What follows belongs to an exercise in optimizing a design on an open flow for a short achievable clock period and few clock cycles; a production flow would make more cautious choices.
Only simulation tests tie the RTL to the original design; equivalence was not proved.
No activity file was given, so power comes from the tool's default toggle rates.

<file path="design/flow/design.v">
`timescale 1ns/1ps
package isa_pkg;
	localparam logic [5:0] op_rtype = 6'b000000;
	localparam logic [5:0] op_addiu = 6'b001001;
	localparam logic [5:0] op_beq   = 6'b000100;
	localparam logic [5:0] op_lw    = 6'b100011;
	localparam logic [5:0] op_sw    = 6'b101011;
	localparam logic [5:0] op_halt  = 6'b111111;
	localparam logic [5:0] fn_addu = 6'b100001;
	localparam logic [5:0] fn_subu = 6'b100011;
	localparam logic [5:0] fn_and  = 6'b100100;
	localparam logic [5:0] fn_or   = 6'b100101;
	localparam logic [5:0] fn_slt  = 6'b101010;
	localparam int op_hi  = 31;
	localparam int op_lo  = 26;
	localparam int rs_hi  = 25;
	localparam int rs_lo  = 21;
	localparam int rt_hi  = 20;
	localparam int rt_lo  = 16;
	localparam int rd_hi  = 15;
	localparam int rd_lo  = 11;
	localparam int fn_hi  = 5;
	localparam int fn_lo  = 0;
	localparam int imm_hi = 15;
	localparam int imm_lo = 0;
	typedef enum logic [2:0] {
		alu_add,
		alu_sub,
		alu_and,
		alu_or,
		alu_slt
	} alu_op_e;
endpackage
`timescale 1ns/1ps
package core_pkg;
	localparam int xlen = 32;
	localparam int reg_addr_w = 5;
	typedef logic [xlen-1:0] word_t;
	typedef enum logic [1:0] {
		ph_fetch,
		ph_decode,
		ph_execute,
		ph_result
	} phase_e;
endpackage
`timescale 1ns/1ps
`timescale 1ns/1ps
`timescale 1ns/1ps
`timescale 1ns/1ps
`timescale 1ns/1ps
`timescale 1ns/1ps
module mips_core #(
	parameter int imem_words = 32,
	parameter int dmem_words = 32
) (
	input  logic                            clk,
	input  logic                            rst,
	input  logic                            run,
	input  logic                            prog_we,
	input  logic [$clog2(imem_words)-1:0]   prog_addr,
	input  core_pkg::word_t                 prog_data,
	output logic                            commit,
	output core_pkg::word_t                 commit_pc,
	output logic                            commit_we,
	output logic [core_pkg::reg_addr_w-1:0] commit_reg,
	output core_pkg::word_t                 commit_data,
	output logic                            commit_mem_we,
	output core_pkg::word_t                 commit_mem_addr,
	output logic                            halted
);
	typedef struct packed {
		logic [4:0]  rs;
		logic [4:0]  rt;
		logic [4:0]  dest;
		logic        we;        
		logic [15:0] imm;
		logic        c_add;     
		logic        c_and;
		logic        c_or;
		logic        c_slt;
		logic        c_lw;
		logic        c_sw;
		logic        c_beq;
		logic        c_halt;
		logic        use_imm;
		logic        binv;      
		logic        ptaken;    
		logic [5:0]  pnext;     
		logic [5:0]  alt;       
	} pword_t;
	logic        pq_we;
	logic [4:0]  pq_addr;
	logic [31:0] pq_data;
	always_ff @(posedge clk)
	begin
		pq_we   <= prog_we;
		pq_addr <= prog_addr;
		pq_data <= prog_data;
	end
	pword_t pd;
	always_comb
	begin
		logic [5:0]  op;
		logic [5:0]  fn;
		logic        rtype;
		logic        writes;
		logic [31:0] tgt;
		logic [5:0]  tgt6;
		logic [5:0]  seq6;
		op = pq_data[31:26];
		fn = pq_data[5:0];
		rtype = (op == isa_pkg::op_rtype);
		pd = '0;
		pd.rs  = pq_data[25:21];
		pd.rt  = pq_data[20:16];
		pd.imm = pq_data[15:0];
		pd.dest = rtype ? pq_data[15:11] : pq_data[20:16];
		pd.c_add = (rtype && (fn == isa_pkg::fn_addu || fn == isa_pkg::fn_subu)) ||
			op == isa_pkg::op_addiu;
		pd.c_and = rtype && fn == isa_pkg::fn_and;
		pd.c_or  = rtype && fn == isa_pkg::fn_or;
		pd.c_slt = rtype && fn == isa_pkg::fn_slt;
		pd.c_lw  = op == isa_pkg::op_lw;
		pd.c_sw  = op == isa_pkg::op_sw;
		pd.c_beq = op == isa_pkg::op_beq;
		pd.c_halt = op == isa_pkg::op_halt;
		pd.use_imm = op == isa_pkg::op_addiu || op == isa_pkg::op_lw || op == isa_pkg::op_sw;
		pd.binv = rtype && (fn == isa_pkg::fn_subu || fn == isa_pkg::fn_slt);
		writes = (rtype && (fn == isa_pkg::fn_addu || fn == isa_pkg::fn_subu ||
			fn == isa_pkg::fn_and || fn == isa_pkg::fn_or || fn == isa_pkg::fn_slt)) ||
			op == isa_pkg::op_addiu || op == isa_pkg::op_lw;
		pd.we = writes && (pd.dest != 5'd0);
		seq6 = {1'b0, pq_addr} + 6'd1;
		tgt  = {27'd0, pq_addr} + 32'd1 + {{16{pq_data[15]}}, pq_data[15:0]};
		tgt6 = {(tgt[31:5] != 27'd0), tgt[4:0]};
		pd.ptaken = pd.c_beq && (pd.rs == pd.rt);
		pd.pnext = pd.ptaken ? tgt6 : seq6;
		pd.alt   = pd.ptaken ? seq6 : tgt6;
	end
	logic [54:0] imem [0:imem_words-1];
	always_ff @(posedge clk)
	begin
		if (pq_we)
			imem[pq_addr] <= pd;
	end
	logic started;
	logic go;
	logic [5:0] fpc;       
	logic id_valid;
	logic ex_valid;
	logic mispredict;
	logic halt_now;
	pword_t ir;
	logic [4:0] ir_pc;
	logic       ir_oob;
	logic [31:0] ex_a;
	logic [31:0] ex_b;      
	logic [31:0] ex_st;     
	logic [4:0]  ex_pc;
	logic [4:0]  ex_dest;
	logic        ex_we;
	logic        ex_cin;
	logic        ex_add;
	logic        ex_and;
	logic        ex_or;
	logic        ex_slt;
	logic        ex_lw;
	logic        ex_sw;
	logic        ex_beq;
	logic        ex_halt;
	logic        ex_ptaken;
	logic [5:0]  ex_alt;
	assign go = run || started;
	pword_t rd0;
	pword_t rdp;
	pword_t rd_b;
	pword_t f_word;
	logic [4:0] f_pc;
	logic       f_oob;
	logic       fresh;
	logic       sel_p;
	logic       start_fast;
	assign fresh      = !(pq_we && pq_addr == 5'd0);
	assign start_fast = !started && run && fresh;
	assign sel_p      = started || start_fast;
	always_comb
	begin
		rd0 = imem[0];
		if (pq_we && pq_addr == 5'd0)
			rd0 = pd;
		rdp = pword_t'(imem[fpc[4:0]]);
		if (pq_we && pq_addr == fpc[4:0])
			rdp = pd;
		rd_b = pword_t'(imem[ex_alt[4:0]]);
		if (mispredict)
		begin
			f_word = rd_b;
			f_pc   = ex_alt[4:0];
			f_oob  = ex_alt[5];
		end
		else if (sel_p)
		begin
			f_word = rdp;
			f_pc   = fpc[4:0];
			f_oob  = fpc[5];
		end
		else
		begin
			f_word = rd0;
			f_pc   = 5'd0;
			f_oob  = 1'b0;
		end
	end
	always_ff @(posedge clk)
	begin
		ir     <= f_word;
		ir_pc  <= f_pc;
		ir_oob <= f_oob;
		fpc    <= f_word.pnext;
	end
	always_ff @(posedge clk)
	begin
		if (rst)
		begin
			started  <= 1'b0;
			id_valid <= 1'b0;
			ex_valid <= 1'b0;
			halted   <= 1'b0;
		end
		else
		begin
			started  <= go;
			id_valid <= go && !halted && !halt_now;
			ex_valid <= (id_valid && !mispredict && !halt_now && !halted) || start_fast;
			if (halt_now)
				halted <= 1'b1;
		end
	end
	localparam int nregs = 2**core_pkg::reg_addr_w;
	core_pkg::word_t regs [1:nregs-1];
	logic [31:0] rs_val;
	logic [31:0] rt_val;
	logic [31:0] x_res;     
	logic fwd_a;
	logic fwd_b;
	logic [31:0] a_n;
	logic [31:0] t_n;
	logic [31:0] b_n;
	logic ir_halt;
	assign rs_val = (ir.rs == 5'd0) ? '0 : regs[ir.rs];
	assign rt_val = (ir.rt == 5'd0) ? '0 : regs[ir.rt];
	assign fwd_a = ex_valid && ex_we && (ex_dest == ir.rs);
	assign fwd_b = ex_valid && ex_we && (ex_dest == ir.rt);
	assign a_n = fwd_a ? x_res : rs_val;
	assign t_n = fwd_b ? x_res : rt_val;
	assign b_n = ir.use_imm ? {{16{ir.imm[15]}}, ir.imm} : (ir.binv ? ~t_n : t_n);
	assign ir_halt = ir.c_halt || ir_oob;
	always_ff @(posedge clk)
	begin
		ex_a      <= a_n;
		ex_b      <= b_n;
		ex_st     <= t_n;
		ex_pc     <= ir_pc;
		ex_dest   <= ir.dest;
		ex_cin    <= ir.binv;
		ex_add    <= ir.c_add;
		ex_and    <= ir.c_and;
		ex_or     <= ir.c_or;
		ex_slt    <= ir.c_slt;
		ex_lw     <= ir.c_lw;
		ex_ptaken <= ir.ptaken;
		ex_alt    <= ir.alt;
		ex_we     <= ir.we && !ir_oob;
		ex_sw     <= ir.c_sw && !ir_oob;
		ex_beq    <= ir.c_beq && !ir_oob;
		ex_halt   <= ir_halt;
	end
	core_pkg::word_t dmem [0:dmem_words-1];
	logic [31:0] sum;
	logic        lt;
	logic [4:0]  didx;
	logic [31:0] ld;
	logic        eq;
	assign sum  = ex_a + ex_b + {31'd0, ex_cin};
	assign lt   = (ex_a[31] == ex_b[31]) ? ex_a[31] : sum[31];
	assign didx = ex_a[4:0] + ex_b[4:0];
	assign ld   = dmem[didx];
	assign eq   = (ex_a == ex_st);
	always_comb
	begin
		x_res = ({32{ex_add}} & sum)
			| ({32{ex_and}} & (ex_a & ex_b))
			| ({32{ex_or}}  & (ex_a | ex_b))
			| ({32{ex_lw}}  & ld)
			| {31'd0, ex_slt & lt};
	end
	assign mispredict = ex_valid && ex_beq && (eq != ex_ptaken);
	assign halt_now   = ex_valid && ex_halt;
	always_ff @(posedge clk)
	begin
		if (ex_valid && ex_we)
			regs[ex_dest] <= x_res;
		if (ex_valid && ex_sw)
			dmem[didx] <= ex_st;
	end
	always_ff @(posedge clk)
	begin
		if (rst)
			commit <= 1'b0;
		else
			commit <= ex_valid && !ex_halt;
	end
	always_ff @(posedge clk)
	begin
		commit_pc       <= {27'd0, ex_pc};
		commit_we       <= ex_we;
		commit_reg      <= ex_dest;
		commit_data     <= ex_sw ? ex_st : x_res;
		commit_mem_we   <= ex_sw;
		commit_mem_addr <= sum;
	end
endmodule
</file>
<file path="design/flow/run.sh">
#!/bin/bash
# synth_recipe.tcl (not shown) runs the flow's synth.tcl, then flattens the netlist and writes it again
# the make line also repeats each setting of config.mk as NAME=value (left out here)
make -C /OpenROAD-flow-scripts/flow DESIGN_CONFIG=/design/flow/config.mk WORK_HOME=/design/flow/orfs CLKGATE_MAP_FILE= SYNTH_SCRIPT=/design/flow/synth_recipe.tcl finish
</file>
<file path="design/flow/constraint.sdc">
create_clock -name core_clock -period 8.0 [get_ports {clk}]
set_input_delay 1.6000 -clock core_clock [delete_from_list [all_inputs] [get_ports {clk}]]
set_output_delay 1.6000 -clock core_clock [all_outputs]
set_load 0.01 [all_outputs]
</file>
<file path="design/flow/config.mk">
export PLATFORM = sky130hd
export DESIGN_NAME = mips_core
export DESIGN_NICKNAME = mips_core
export VERILOG_FILES = /design/flow/design.v
export SDC_FILE = /design/flow/constraint.sdc
export NUM_CORES = 4
export LEC_CHECK = 0
export CAP_MARGIN = 20
export CORE_MARGIN = 2
export CORE_UTILIZATION = 45
export SLEW_MARGIN = 20
</file>
==> parameters.txt <==
Parameter                              Value

Setup path
  Kind of end point of the critical path ... flip-flop
  Number of buffer and inverter instances along the worst setup path ... 3
  Slowest stage cell, crit path ... sky130_fd_sc_hd__fa_4
  Slack of the worst reg-to-reg path ... roughly 2.3 ns
  Required time at the endpoint of the critical path ... roughly 8.9 ns
  Source of the critical timing path ... ex_a[0]$_DFF_P_
  R2r startpoint ... ex_a[0]$_DFF_P_
  Startpoint type of the worst setup path ... flip-flop
  Worst endpoint data arrival time ... 6.55 ns
  Max stage delay on crit path ... ~1.2 ns
  Worst path cell trace ... ha_1 -> fa_4 -> buf_12 -> buf_4 -> mux4_2 -> o22a_1 -> nand3_1 -> and3_1 -> clkinv_1 -> mux2_2
  Critical Path Fanout Max ... 88
  Kind of critical path ... flip-flop to flip-flop
  Delay-heaviest family, CP ... buffers and inverters

Die
  Placeable core area ... 0.3986 mm²
  Number of placed I/O pins ... between 100 and 150
  Number of cell rows ... about 230
  Die H ... ~640 µm
  Die extent in x ... approximately 640 µm
  Area of the die ... between 0.4 and 0.5 mm²
  Starting utilization of the core area ... 45.13%

Global routing
  Wire length of the first global-routing pass ... roughly 790 mm
  Grt met3 use ... about 4.1%
  Met1 usage in global routing ... between 30 and 40%
  Most used routing layer ... met2
  Met2 GRT Util ... between 40% and 50%
  Overflow after GRT ... 0
  GRT Overall Usage ... 27.62%
  Number of antenna violations at the first check in global routing ... 15
  Number of global-route vias before repair ... between 100k and 150k
  Pin count of the biggest net entering global routing ... approximately 120

Layout
  Area of all placed cells without fillers ... ~0.2 mm²
  Utilization of the core after routing ... 51.04%
  Count of non-filler cells in the finished layout ... about 15000
  Final-stage net count ... approximately 10000
  Biggest registers after layout ... imem (1760), dmem (1024), regs (992)
  Share of final-layout standard cells stronger than drive strength 1 ... roughly 30%
  Register bank with the most flops ... imem
  Signed area change from the synthesized netlist to the final layout ... 13.08%
  Largest register FFs ... about 1800

Logic synthesis
  Ys flop type ... sky130_fd_sc_hd__edfxtp_1
  Post-synth ARST share ... 0%
  Count of unique library cells instantiated by Yosys ... 91
  Synthesized area per cell ... between 15 and 20 µm²
  Warnings from Yosys ... 1
  Synthesized flop and latch total ... about 4100
  Synthesized instance count ... ~9400
  Share of the yosys chip area belonging to registers ... 66.41%
  Post-synthesis instance area ... 0.1799 mm²
  Number of flops mapped to enable cells by yosys ... 3776

Hold path
  Worst Hold Launch ... ex_pc[2]$_DFF_P_
  Kind of path behind the tightest hold check ... flip-flop to flip-flop

CTS
  Count of instances resized after the clock tree is built ... 0
  Number of buffers inserted during clock tree synthesis ... around 430
  Clock slew at the register clock pins of the worst setup and hold paths ... 0.06 ns
  TritonCTS clock tree ... built
  Setup Buffers After CTS ... 0
  Maximum clock path buffer count ... 4
  Clk root buf ... sky130_fd_sc_hd__clkbuf_16
  Worst-skew pair later-pin latency ... just over 1 ns
  Post-cts hold buffer count ... 0
  Total number of clock tree sinks ... 4079
  Maximum level of the CTS H-tree ... 5

Timing
  Unrepaired setup endpoints after global routing ... no
  Final hold violation count ... 0
  Worst-case clock skew ... ~0.063 ns
  Measured slew at the worst slew-check pin ... 1.201 ns
  Fraction of the cycle the final worst path needs ... just over 70%
  Relative slew margins ... roughly a fifth
  Clock period minus final worst setup slack ... roughly 5.7 ns
  Maximum operating frequency ... 0.1758 GHz
  Final WS setup ... approximately 2.3 ns
  Final number of max-transition violations ... 0
  Sum Neg Setup Slack ... 0 ns
  Setup violation total in the final timing report ... 0

Placement
  Post-detailed-placement cell area ... between 0.15 and 0.2 mm²
  Weighted congestion reported at the end of routability-driven placement ... between 0.8 and 0.9
  HPWL after detailed placement ... 322.8 mm
  Total instance count after detailed placement ... approximately 14000
  Port Buffer Count ... around 120
  Place WS ... roughly 2.4 ns

Drt
  Avg Vias per Cell ... between 6 and 7
  Routed wire length ... ~570 mm
  Routed wire per std cell ... roughly 37 µm
  Number of remaining DRC errors ... 0
  Via total after detailed routing ... 101600
  Violation count after the first detailed-route iteration ... about 14000
  Routed Antenna Nets ... 0
  First-pass iteration count of the detailed router ... 6

Power and ir drop
  P per Cell Area ... about 420 mW/mm²
  Leakage power figure ... 63.76 nW
  Maximum vdd drop ... 795.4 µV

Run status
  Outcome ... timing/DRC/antenna clean

Job
  Number of maximum-capacitance violations ... 0
==> logic make-up (layout without fill, tap and decap cells) <==
group	after synthesis	in the layout	share of synthesized area (%)
flip-flops	4079	4079	66.41
multiplexers	2192	2192	23.98
AO/OA/AOI/OAI	1243	1243	4.334
AND/OR/NAND/NOR	895	895	2.312
buffers and inverters	816	1396	1.888
XOR/XNOR	101	101	0.4960
adder cells (fa/ha/maj)	80	80	0.5732
other	1	37	0.002085
==> path summary, 6_finish.rpt <==
kind	endpoint	cells past startpoint
max	commit_data[26]$_DFF_P_	10
min	commit_pc[2]$_DFF_P_	0
max reg2reg	commit_data[26]$_DFF_P_	10
min reg2reg	commit_pc[2]$_DFF_P_	0
==> cell usage in the layout (no fill, tap or decap), types with 115 or more instances in the layout <==
cell | Yosys | layout
sky130_fd_sc_hd__a21oi_1 | 386 | 382
sky130_fd_sc_hd__buf_4 | 55 | 314
sky130_fd_sc_hd__clkbuf_16 | 0 | 439
sky130_fd_sc_hd__clkdlybuf4s50_1 | 0 | 118
sky130_fd_sc_hd__dfxtp_1 | 303 | 272
sky130_fd_sc_hd__edfxtp_1 | 3776 | 3776
sky130_fd_sc_hd__mux2_2 | 115 | 115
sky130_fd_sc_hd__mux2i_1 | 394 | 394
sky130_fd_sc_hd__mux4_2 | 1683 | 1683
sky130_fd_sc_hd__nand2_1 | 186 | 182
sky130_fd_sc_hd__nor2_1 | 354 | 253
sky130_fd_sc_hd__o21ai_0 | 298 | 292
==> cell usage after synthesis, drive strengths merged, types with 65 or more instances <==
cell    count  share of area, %
mux4     1683                21
dfxtp     303               3.4
mux2i     394               2.2
nand2     186              0.39
a22oi     110              0.46
o22ai      99              0.34
xnor2      70              0.35
a211oi     77              0.33
inv       118              0.25
edfxtp   3776                63
a21oi     388               1.1
buf       274              0.76
nand3      65              0.18
o21ai     301              0.84
nor2      354              0.74
clkbuf    423              0.88
nor3       67              0.19
ha         76              0.53
mux2      115              0.72
==> worst reg2reg max path: stages (launching register included) <==
cell and delay, ns:
sky130_fd_sc_hd__dfxtp_1 0.37, sky130_fd_sc_hd__ha_1 0.29, sky130_fd_sc_hd__fa_4 1.22, sky130_fd_sc_hd__buf_12 0.57
sky130_fd_sc_hd__buf_4 0.63, sky130_fd_sc_hd__mux4_2 0.39, sky130_fd_sc_hd__o22a_1 0.21, sky130_fd_sc_hd__nand3_1 0.10
sky130_fd_sc_hd__and3_1 0.28, sky130_fd_sc_hd__clkinv_1 0.84, sky130_fd_sc_hd__mux2_2 0.64
==> layout make-up <==
| type | count | area (µm²) |
|---|---|---|
| Fill cell | 31570 | 195100 |
| Clock inverter | 218 | 2382 |
| Sequential cell | 4079 | 119500 |
| Antenna cell | 10 | 25.02 |
| Clock buffer | 588 | 11930 |
| Timing Repair Buffer | 471 | 4333 |
| Tap cell | 5265 | 6588 |
| Multi-Input combinational cell | 4538 | 58160 |
| Inverter | 119 | 449.2 |
==> power by group <==
group          internal [mW]  switching [mW]  leakage, nW  total, mW
combinational           14.7            22.7         20.9       37.4
clock                   11.8            8.53         7.02       20.3
sequential              26.8            1.86         35.9       28.7
==> layer usage <==
metal	vias to the layer above	part of all wire, %
li1	40150	-
met1	54710	38
met2	5599	48
met3	1145	8.7
met4	0	4.4
met5	-	0
==> through the flow <==
step / hold WS (ns) / power [mW]
final: 0.3212 / 86.38
after global routing: 0.3346 / 89.15
after CTS: 0.3139 / 86.31
after detailed placement: 0.3121 / 66.12
after global placement: 0.3117 / 65.74
after floorplan: 0.3096 / 52.00
Testbench counts, summed over its fixed seeds: cycles 3,606.

separate check: timing with driven ports:
The flow's constraints put no driver on any port. The routed layout listed below was extracted and timed again, unchanged, in two steps.
Step 1: set_driving_cell puts a clkbuf_16 on clk and a buf_2 on each other input, an assumption about the parent block.
Step 2 moves the port delays by t, midway between the first and last clock arrival at a register: inputs arrive t later, outputs are due t later. That takes back most of the time a late clock gives input paths.
Three values: ideal ports, drivers, drivers and shift; two values: the first two.
t, ns: 1.099
setup WS [ns]: 2.311 / 2.311 / 2.311
clock arrival spread, ns: 0.068 / 0.068
After both steps setup and hold are still met in this run. The setup slack of this run moves by 0.000 ns with the drivers and by 0.000 ns with both steps.
